Context: an optimization exercise on an open-source flow, tuned for small area. The choices shown serve that exercise and are no tape-out recipe. Function was checked by simulation only, so behaviour that the tests miss may differ from the original. Power is estimated from default activity; no workload was simulated.

Design tsdc_top, start of the top module:
module tsdc_top
(
    input  logic        clk,
    input  logic        rst_n,
    input  logic        psel,
    input  logic        penable,
    input  logic        pwrite,
    input  logic [4:0]  paddr,
    input  logic [63:0] pwdata,
    output logic [63:0] prdata,
    output logic        pready,
    input  logic        src_valid,
    output logic        src_stall,
    input  logic [7:0]  src_data,
    input  logic        src_eos,
    output logic        res_valid,
    input  logic        res_stall,
    output logic [1:0]  res_type,
    output logic [63:0] res_sequence,
    output logic [31:0] res_kind,
    output logic [31:0] res_flags,
    output logic [34:0] res_size,
    output logic [7:0]  res_payload,
    output logic        res_last,
    output logic [3:0]  res_error
);
Size: about 1400 cells after synthesis, about 370 flip-flops, ~330 I/O pins, about 15000 um2 of cells after synthesis.
==> flow/config.mk <==
export PLATFORM = sky130hd
export DESIGN_NAME = tsdc_top
export DESIGN_NICKNAME = tsdc_top
export VERILOG_FILES = /design/flow/design.v
export SDC_FILE = /design/flow/constraint.sdc
export NUM_CORES = 4
export LEC_CHECK = 0
export CAP_MARGIN = 20
export CORE_MARGIN = 2
export CORE_UTILIZATION = 40
export SLEW_MARGIN = 20
==> flow/constraint.sdc <==
create_clock -name core_clock -period 8.0 [get_ports {clk}]
set_input_delay 1.6000 -clock core_clock [delete_from_list [all_inputs] [get_ports {clk}]]
set_output_delay 1.6000 -clock core_clock [all_outputs]
set_load 0.01 [all_outputs]
standard.sh (not shown) runs the stock make flow with config.mk's settings and CLKGATE_MAP_FILE= SYNTH_SCRIPT=/design/flow/synth_recipe.tcl, a recipe that flattens the netlist after the stock synthesis.
==> flow/flow/run.sh <==
#!/bin/bash
# The standard layout with three changes:
#  - synthesis maps the logic with flow/abc_area.script, an area-oriented
#    version of ORFS's abc_speed.script (more &dch/&syn4/&nf rounds, &nf with
#    delay relaxation, no buffering or upsizing); everything else in
#    synthesis is the standard synthesis, so the registers are the same;
#  - the port buffers are buf_1 cells instead of the resizer's default pick;
#  - clock tree synthesis uses clkbuf_4 cells on small sink clusters without
#    dummy loads.
# Each step's output goes to a log file of its own in this folder.
set -euo pipefail
W=$(pwd)
rm -rf "$W/scripts_area"
cp -r "$FLOW_HOME/scripts" "$W/scripts_area"
cp "$W/flow/abc_area.script" "$W/scripts_area/abc_speed.script"
export BUFFER_PORTS_ARGS="-buffer_cell sky130_fd_sc_hd__buf_1"
export CTS_ARGS="-sink_clustering_enable -repair_clock_nets -dont_use_dummy_load -buf_list sky130_fd_sc_hd__clkbuf_4 -sink_clustering_size 9 -sink_clustering_max_diameter 40"
bash standard.sh SCRIPTS_DIR="$W/scripts_area" synth > synth.log 2>&1
bash standard.sh finish > layout.log 2>&1
==> flow/flow/abc_area.script <==
&get -n
&st
&dch
&nf -R 1000 -p
&st
&syn2
&if -g -K 6
&synch2
&nf -R 1000 -p
&st
&syn2
&if -g -K 6
&synch2
&nf -R 1000 -p
&st
&syn2
&if -g -K 6
&synch2
&nf -R 1000 -p
&st
&syn2
&if -g -K 6
&synch2
&nf -R 1000 -p
&st
&syn2
&if -g -K 6
&synch2
&nf -R 1000 -p
&st
&dch -f
&nf -R 1000 -p
&st
&dch -f
&nf -R 1000 -p
&st
&dch -f
&nf -R 1000 -p
&st
&dch -f
&nf -R 1000 -p
&st
&dch -f
&nf -R 1000 -p
&st
&dch -f
&nf -R 1000 -p
&st
&dch -f
&nf -R 1000 -p
&st
&dch -f
&nf -R 1000 -p
&st
&syn4
&dch -f
&nf -R 1000 -p
&st
&syn4
&dch -f
&nf -R 1000 -p
&st
&syn4
&dch -f
&nf -R 1000 -p
&st
&syn4
&dch -f
&nf -R 1000 -p
&st
&syn4
&dch -f
&nf -R 1000 -p
&st
&syn4
&dch -f
&nf -R 1000 -p
&st
&syn4
&dch -f
&nf -R 1000 -p
&st
&syn4
&dch -f
&nf -R 1000 -p
&put
topo
stime -c
dnsize -c
Next try:
--- a/flow/design.v
+++ b/flow/design.v
@@ -387,18 +387,24 @@
                 v1 <= v0;
             end
             ph  <= ph_n;
             idx <= idx_n;
         end
     end
+    logic o_load;
+    assign o_load = (pop && v1 && t1 != T_PAY)
+                 || (accept && (!v0 || pop) && (ph != PH_PAY || eos));
+    logic hseq_inc;
+    assign hseq_inc = (pop && v1 && t1 == T_HDR)
+                   || (accept && ph == PH_REC && idx == 5'd23 && !eos && (!v0 || pop));
     always_ff @(posedge clk)
     begin
         if (ph == PH_FILE || (head_ld && head_type_n == T_ERR))
             hseq <= 64'd0;
         else
-            hseq <= hseq + {63'd0, head_ld && head_type_n == T_HDR};
+            hseq <= hseq + {63'd0, hseq_inc};
     end
     always_ff @(posedge clk)
     begin
         if (head_ld)
         begin
             if (pop && v1)
@@ -425,13 +431,13 @@
             fa <= fa_n;
             fb <= fb_n;
             fc <= fc_n;
             fd <= fd_n;
             cy <= cy_eff && (b == 8'd0);
         end
-        if (head_ld && head_type_n != T_PAY)
+        if (o_load)
         begin
             ok <= ck_n;
             of <= cf_n;
             os <= cs_n;
         end
     end
What happened:
- The changed run finished clean
- area after synthesis fell by 0.31%
- design area is lower by 3.4%
- first-iteration DRC count went up by 15%
- via count went down by 1.7%
- power came out higher by 0.76%
- count of clock-buffer cells in the layout climbs by 1
- hold slack is worse by 6.0 ps

---

tsdc_top, a different RTL version from the one above (not shown whole).
Size: roughly 370 flip-flops, about 330 I/O pins.
export LEC_CHECK = 0
export CAP_MARGIN = 20
export CORE_MARGIN = 2
export CORE_UTILIZATION = 40
export SLEW_MARGIN = 20
create_clock -name core_clock -period 8.0 [get_ports {clk}]
Scripts as last shown in full above: flow/flow/run.sh, flow/flow/abc_area.script
Change:
--- a/flow/design.v
+++ b/flow/design.v
@@ -75,63 +75,42 @@
     localparam logic [1:0] PH_FILE = 2'd0;
     localparam logic [1:0] PH_REC  = 2'd1;
     localparam logic [1:0] PH_PAY  = 2'd2;
     localparam logic [1:0] PH_HALT = 2'd3;
     localparam logic [1:0] T_HDR = 2'd0;
     localparam logic [1:0] T_PAY = 2'd1;
     localparam logic [1:0] T_ERR = 2'd2;
     localparam logic [63:0] MAGIC  = 64'h4352_5447_4244_5452;
     localparam logic [31:0] ENDIAN = 32'h0102_0304;
     logic [34:0] cfg_max;
     logic [15:0] cfg_major;
     logic [15:0] cfg_minor;
-    logic [34:0] max_q;
-    logic [15:0] major_q;
-    logic [15:0] minor_q;
-    logic        max_w, major_w, minor_w;
-    logic        cfg_wr;
-    assign cfg_wr = psel && penable && pwrite;
     always_ff @(posedge clk or negedge rst_n)
     begin
         if (!rst_n)
         begin
-            max_w   <= 1'b0;
-            major_w <= 1'b0;
-            minor_w <= 1'b0;
+            cfg_max   <= 35'h4_0000_0000;
+            cfg_major <= 16'd1;
+            cfg_minor <= 16'd0;
         end
-        else if (cfg_wr)
+        else if (psel && penable && pwrite)
         begin
             case (paddr[4:3])
-                2'd0:    max_w   <= 1'b1;
-                2'd1:    major_w <= 1'b1;
-                2'd2:    minor_w <= 1'b1;
+                2'd0:    cfg_max   <= pwdata[34:0];
+                2'd1:    cfg_major <= pwdata[15:0];
+                2'd2:    cfg_minor <= pwdata[15:0];
                 default: ;
             endcase
         end
     end
-    always_ff @(posedge clk)
-    begin
-        if (cfg_wr)
-        begin
-            case (paddr[4:3])
-                2'd0:    max_q   <= pwdata[34:0];
-                2'd1:    major_q <= pwdata[15:0];
-                2'd2:    minor_q <= pwdata[15:0];
-                default: ;
-            endcase
-        end
-    end
-    assign cfg_max   = max_w   ? max_q   : 35'h4_0000_0000;
-    assign cfg_major = major_w ? major_q : 16'd1;
-    assign cfg_minor = minor_w ? minor_q : 16'd0;
     always_comb
     begin
         case (paddr[4:3])
             2'd0:    prdata = {29'd0, cfg_max};
             2'd1:    prdata = {48'd0, cfg_major};
             2'd2:    prdata = {48'd0, cfg_minor};
             default: prdata = '0;
         endcase
     end
     assign pready = 1'b1;
     logic       v0, v1;
     logic [1:0] t0, t1;
Outcome: Die area increases slightly; total power decreases by roughly a tenth; register-to-register slack gets worse by 0.27 ns; utilization increases by 0.11 points; via count increases slightly; sequential power decreases slightly; design area increases slightly.

afterwards: timing with drivers on the ports:
The results above use ideal ports. As a check the final layouts listed here were re-extracted and re-timed, cells and wires unchanged.
Step 1 assumes that a clkbuf_16 drives the clock port and a buf_2 every other input.
Step 2 adds t to the input delays and takes it off the output delays; t is the mean of the earliest and latest rising clock arrival at the registers after step 1. Input paths then give back, and output paths get back, about the clock's delay inside the block.
Three values: no drivers, after step 1, after step 2; two values: the first two.
run | shift t [ns] | setup WS [ns] | hold slack, ns | worst setup path at the end
the first run of note 1 | 0.812 | 0.479 / 0.479 / 0.479 | 0.477 / 0.477 / 0.477 | register to register
the second run of note 1 | 0.813 | 0.790 / 0.790 / 0.790 | 0.471 / 0.471 / 0.471 | register to register
the first run of note 2 | 0.800 | 0.936 / 0.936 / 0.936 | 0.438 / 0.438 / 0.438 | register to register
the second run of note 2 | 0.810 | 0.664 / 0.664 / 0.664 | 0.462 / 0.462 / 0.462 | register to register
After both steps setup and hold are still met in every run listed.
